What follows belongs to an exercise in optimizing a design on an open flow for small area and a short achievable clock period; a production flow would make more cautious choices.
The RTL was checked by simulation tests, not by an equivalence proof against the original design.
No activity file was given, so power comes from the tool's default toggle rates.

Design compressor_unit, start of the top module:
module compressor_unit
(
    input  logic              clock,
    input  logic              reset_n,
    input  logic [LINE_W-1:0] UnCompressedCache,
    output logic [LINE_W-1:0] CompressedCache,
    output logic [3:0]        Encoding,
    output logic [LINE_W-1:0] DeCompressedCache
);
Size in the first run: ~770 I/O pins.
==> flow/config.mk <==
export PLATFORM = sky130hd
export DESIGN_NAME = compressor_unit
export DESIGN_NICKNAME = compressor_unit
export VERILOG_FILES = /design/flow/design.v
export SDC_FILE = /design/flow/constraint.sdc
export NUM_CORES = 8
export LEC_CHECK = 0
export CAP_MARGIN = 20
export CORE_MARGIN = 2
export CORE_UTILIZATION = 40
export CTS_BUF_LIST = sky130_fd_sc_hd__clkbuf_8 sky130_fd_sc_hd__clkbuf_16
export CTS_CLUSTER_DIAMETER = 60
export CTS_CLUSTER_SIZE = 20
export SLEW_MARGIN = 20
export SYNTH_HIERARCHICAL = 1
==> flow/constraint.sdc <==
create_clock -name core_clock -period 12.0 [get_ports {clock}]
set_input_delay 2.4000 -clock core_clock [delete_from_list [all_inputs] [get_ports {clock}]]
set_output_delay 2.4000 -clock core_clock [all_outputs]
set_load 0.01 [all_outputs]
standard.sh (not shown) runs the stock make flow with config.mk's settings and CLKGATE_MAP_FILE= SYNTH_SCRIPT=/design/flow/synth_recipe.tcl, a recipe that flattens the netlist after the stock synthesis.
==> flow/flow/run.sh <==
#!/bin/bash
# Layout flow: the standard synthesis and ORFS layout, with two changes to
# how the layout is made:
#  - ports are buffered with buf_2 instead of the delay cell buffer_ports picks;
#  - timing repair may change a cell's footprint and aims for a setup margin,
#    so the design is pushed below the clock period it must meet.
# Each step's full output goes to its own log in this folder (and ORFS keeps
# its per-stage logs under orfs/logs).
set -euo pipefail
MARGIN=${MARGIN:-6.8}
bash standard.sh synth > log_synth.txt 2>&1
export BUFFER_PORTS_ARGS="-buffer_cell sky130_fd_sc_hd__buf_2"
for step in floorplan place cts route finish; do
  bash standard.sh MATCH_CELL_FOOTPRINT=0 SETUP_SLACK_MARGIN=$MARGIN $step > log_$step.txt 2>&1
done
test -s out/final.def
Rerun with:
--- a/flow/flow/run.sh
+++ b/flow/flow/run.sh
@@ -8,5 +8,5 @@
 # its per-stage logs under orfs/logs).
 set -euo pipefail
-MARGIN=${MARGIN:-6.8}
+MARGIN=${MARGIN:-7.5}
 bash standard.sh synth > log_synth.txt 2>&1
 export BUFFER_PORTS_ARGS="-buffer_cell sky130_fd_sc_hd__buf_2"
Settings changed: CTS_BUF_LIST sky130_fd_sc_hd__clkbuf_8 sky130_fd_sc_hd__clkbuf_16 to not set, CTS_CLUSTER_DIAMETER 60 to not set, CTS_CLUSTER_SIZE 20 to not set.
Total power increases by 7.2%.
Final area went up by 12%.
Worst setup slack gets worse by 0.033 ns.
Rerun with:
==> flow/flow/run.sh (replaced) <==
#!/bin/bash
# Layout flow: the standard synthesis and ORFS layout, with these changes to
# how the layout is made:
#  - the clock tree gets no dummy balancing loads;
#  - ports are buffered with buf_2 instead of the delay cell buffer_ports picks;
#  - timing repair may change a cell's footprint and aims for a setup margin,
#    so the design is pushed below the clock period it must meet.
# Each step's full output goes to its own log in this folder (and ORFS keeps
# its per-stage logs under orfs/logs).
set -euo pipefail
MARGIN=${MARGIN:-6.8}
bash standard.sh synth > log_synth.txt 2>&1
export BUFFER_PORTS_ARGS="-buffer_cell sky130_fd_sc_hd__buf_2"
# clock tree without the dummy loads CTS adds for balancing
export CTS_ARGS="-sink_clustering_enable -repair_clock_nets -dont_use_dummy_load -sink_clustering_size 20 -sink_clustering_max_diameter 60 -buf_list {sky130_fd_sc_hd__clkbuf_8} -root_buf sky130_fd_sc_hd__clkbuf_16"
for step in floorplan place cts route finish; do
  bash standard.sh MATCH_CELL_FOOTPRINT=0 SETUP_SLACK_MARGIN=$MARGIN $step > log_$step.txt 2>&1
done
test -s out/final.def
=>
- final area drops by roughly a tenth
- clock power shrinks by well over a third
- non-clock buffer count decreases by 203
- cell count drops by a few percent
- via count came out lower by a little under a tenth
Rerun with:
==> flow/flow/run.sh (replaced) <==
#!/bin/bash
# Layout flow: the standard synthesis and ORFS layout, with two changes to
# how the layout is made:
#  - ports are buffered with buf_2 instead of the delay cell buffer_ports picks;
#  - timing repair may change a cell's footprint and aims for a setup margin,
#    so the design is pushed below the clock period it must meet.
# Each step's full output goes to its own log in this folder (and ORFS keeps
# its per-stage logs under orfs/logs).
set -euo pipefail
MARGIN=${MARGIN:-5.5}
bash standard.sh synth > log_synth.txt 2>&1
export BUFFER_PORTS_ARGS="-buffer_cell sky130_fd_sc_hd__buf_2"
for step in floorplan place cts route finish; do
  bash standard.sh MATCH_CELL_FOOTPRINT=0 SETUP_SLACK_MARGIN=$MARGIN $step > log_$step.txt 2>&1
done
test -s out/final.def
Settings changed: CTS_BUF_LIST set to sky130_fd_sc_hd__clkbuf_8 sky130_fd_sc_hd__clkbuf_16, CTS_CLUSTER_DIAMETER set to 60, CTS_CLUSTER_SIZE set to 20.
After rerunning:
- The changed run finished with timing, DRC and antenna clean
- setup slack gets worse by 1.1 ns
- sequential share of layout area goes up by 0.26 points
- clock power goes up by 74%

========
## v50
compressor_unit, a different RTL version from the one above (not shown whole).
For scale: about 3900 cells after synthesis, ~770 I/O pins, about 41000 µm² of cells after synthesis.
Design compressor_unit, start of the top module:
module compressor_unit
(
    input  logic              clock,
    input  logic              reset_n,
    input  logic [LINE_W-1:0] UnCompressedCache,
    output logic [LINE_W-1:0] CompressedCache,
    output logic [3:0]        Encoding,
    output logic [LINE_W-1:0] DeCompressedCache
);
export LEC_CHECK = 0
export CAP_MARGIN = 20
export CORE_MARGIN = 2
export CORE_UTILIZATION = 40
export SLEW_MARGIN = 20
export SYNTH_HIERARCHICAL = 1
create_clock -name core_clock -period 12.0 [get_ports {clock}]
==> flow/flow/run.sh <==
#!/bin/bash
# Layout flow: the standard synthesis and ORFS layout, with these changes to
# how the layout is made:
#  - the clock tree gets no dummy balancing loads;
#  - ports are buffered with buf_2 instead of the delay cell buffer_ports picks,
#    and the round-trip outputs (a full cycle of slack) with buf_1;
#  - timing repair may change a cell's footprint and aims for a setup margin,
#    so the design is pushed below the clock period it must meet.
# Each step's full output goes to its own log in this folder (and ORFS keeps
# its per-stage logs under orfs/logs).
set -euo pipefail
MARGIN=${MARGIN:-6.95}
bash standard.sh synth > log_synth.txt 2>&1
export BUFFER_PORTS_ARGS="-buffer_cell sky130_fd_sc_hd__buf_2"
export POST_GLOBAL_PLACE_TCL="$PWD/flow/dcbuf.tcl"
# clock tree without the dummy loads CTS adds for balancing
export CTS_ARGS="-sink_clustering_enable -repair_clock_nets -dont_use_dummy_load -sink_clustering_size 16 -sink_clustering_max_diameter 60 -buf_list {sky130_fd_sc_hd__clkbuf_8} -root_buf sky130_fd_sc_hd__clkbuf_16"
for step in floorplan place cts route finish; do
  bash standard.sh MATCH_CELL_FOOTPRINT=0 SETUP_SLACK_MARGIN=$MARGIN $step > log_$step.txt 2>&1
done
test -s out/final.def
==> flow/flow/dcbuf.tcl <==
# The round-trip outputs have a full cycle of slack: give their port buffers
# the smallest buffer.
set n 0
foreach bterm [[ord::get_db_block] getBTerms] {
  if { ![string match "DeCompressedCache*" [$bterm getName]] } { continue }
  set net [$bterm getNet]
  foreach iterm [$net getITerms] {
    set inst [$iterm getInst]
    if { [[$inst getMaster] getName] == "sky130_fd_sc_hd__buf_2" } {
      replace_cell [$inst getName] sky130_fd_sc_hd__buf_1
      incr n
    }
  }
}
puts "round-trip port buffers downsized: $n"
v50 reached the final stage; the timing, design-rule and antenna checks on its layout passed.
Inputs modified between v50 and v4:
diff --git a/flow/flow/run.sh b/flow/flow/run.sh
--- a/flow/flow/run.sh
+++ b/flow/flow/run.sh
@@ -11,3 +11,3 @@
 set -euo pipefail
-MARGIN=${MARGIN:-6.95}
+MARGIN=${MARGIN:-6.8}
 bash standard.sh synth > log_synth.txt 2>&1
[summary]
- v4 reached the end of the flow, and the finished layout is clean on the timing, design-rule and antenna checks.
- Multi-input logic portion of the cell area: lower on v50
- | relative contribution of sequential cells to total power | v50 vs v4 | ≈ equal |
- Relative to v50, v4 degrades worst slack on hold paths.
- Total routed wirelength: v4 better than v50
- Core utilization | v4 below v50
- Against v50, v4 reports a setup slack that is higher.
- On maximum frequency from static timing analysis, the lower figure sits with v50, not v4.
- For v50, the start point of the critical path was r_fit[3], unlike v4, where it was r_fit[4].
- Going from v50 to v4, post-layout minimum cycle time shrinks by 0.078 ns.
- v4: register fraction of the total cell area 0.66 points above v50
Setup changes, v4 to v30
diff --git a/flow/flow/run.sh b/flow/flow/run.sh
--- a/flow/flow/run.sh
+++ b/flow/flow/run.sh
@@ -7,3 +7,4 @@
 #  - timing repair may change a cell's footprint and aims for a setup margin,
-#    so the design is pushed below the clock period it must meet.
+#    so the design is pushed below the clock period it must meet; it works
+#    on the worst tenth of the failing endpoints.
 # Each step's full output goes to its own log in this folder (and ORFS keeps
@@ -18,3 +19,3 @@
 for step in floorplan place cts route finish; do
-  bash standard.sh MATCH_CELL_FOOTPRINT=0 SETUP_SLACK_MARGIN=$MARGIN $step > log_$step.txt 2>&1
+  bash standard.sh MATCH_CELL_FOOTPRINT=0 SETUP_SLACK_MARGIN=$MARGIN TNS_END_PERCENT=10 $step > log_$step.txt 2>&1
 done
==> comparison <==
The area added between synthesis and finish of v30 falls short of that of v4 by 1.5 points.
[v30 vs v4] time the final worst path needs with I/O delays and setup: higher in v30
Comparing the two runs side by side, v30 comes out ahead of v4 on total wirelength of the detailed-routed design.
NOTE maximum frequency v4->v30 decreased slightly
v30 has less setup slack than v4.
Inputs modified between v30 and v12:
diff --git a/flow/flow/run.sh b/flow/flow/run.sh
--- a/flow/flow/run.sh
+++ b/flow/flow/run.sh
@@ -12,3 +12,3 @@
 set -euo pipefail
-MARGIN=${MARGIN:-6.8}
+MARGIN=${MARGIN:-7.2}
 bash standard.sh synth > log_synth.txt 2>&1
v30 -> v12: maximum buffer depth of the clock tree delta 0, exact match
Min footprint of the multi-input gates across v30 and v12: v30
v30 → v12: non-clock buffer contribution to total cell area increased by 2.5 points relative to the old numbers; routed wire length increased by about 3.5% relative to the old numbers.
Lower number of vias after detailed routing among v30 and v12: v30
Between v30 and v12, the flow reports cell leakage power increasing by a few percent.
From v30 to v12 the numbers moved as follows: via density per instance shows an increase of about 0.5%, design area shows an increase of about 3.4%, top fanout value on the critical path shows a reduction of 13, final critical delay including setup and external delays shows a reduction of 0.034 ns.

## re-timing with driven ports
Ports are ideal in the flow. The routed layouts listed here were re-timed in OpenROAD.
Step 1: set_driving_cell puts a clkbuf_16 on clock and a buf_2 on each other input, an assumption about the parent block.
Step 2, shift: input delay + t, output delay - t, t = (earliest + latest rising clock arrival at the registers) / 2. This alone moves slack from input paths to output paths.
Three values: ideal, step 1, step 2; two values: the first two.
run | t (ns) | setup WS [ns] | worst register clock-pin slew, ns
the first run of note 1 | 0.722 | 6.731 / 6.663 / 6.050 | 0.08 / 0.08
the second run of note 1 | 0.760 | 6.698 / 6.687 / 5.973 | 0.07 / 0.07
the third run of note 1 | 0.683 | 6.679 / 6.703 / 6.020 | 0.12 / 0.12
the fourth run of note 1 | 0.732 | 5.620 / 5.545 / 5.029 | 0.08 / 0.08
v50 | 0.682 | 6.602 / 6.531 / 6.149 | 0.11 / 0.11
v4 | 0.673 | 6.679 / 6.608 / 6.084 | 0.11 / 0.11
v30 | 0.688 | 6.663 / 6.607 / 6.014 | 0.10 / 0.10
v12 | 0.690 | 6.697 / 6.707 / 6.039 | 0.11 / 0.11
After both steps setup and hold are still met in every run listed. For the second run of note 1, which loses most, drivers alone change the setup slack by -0.011 ns; drivers and shift together by -0.725 ns.
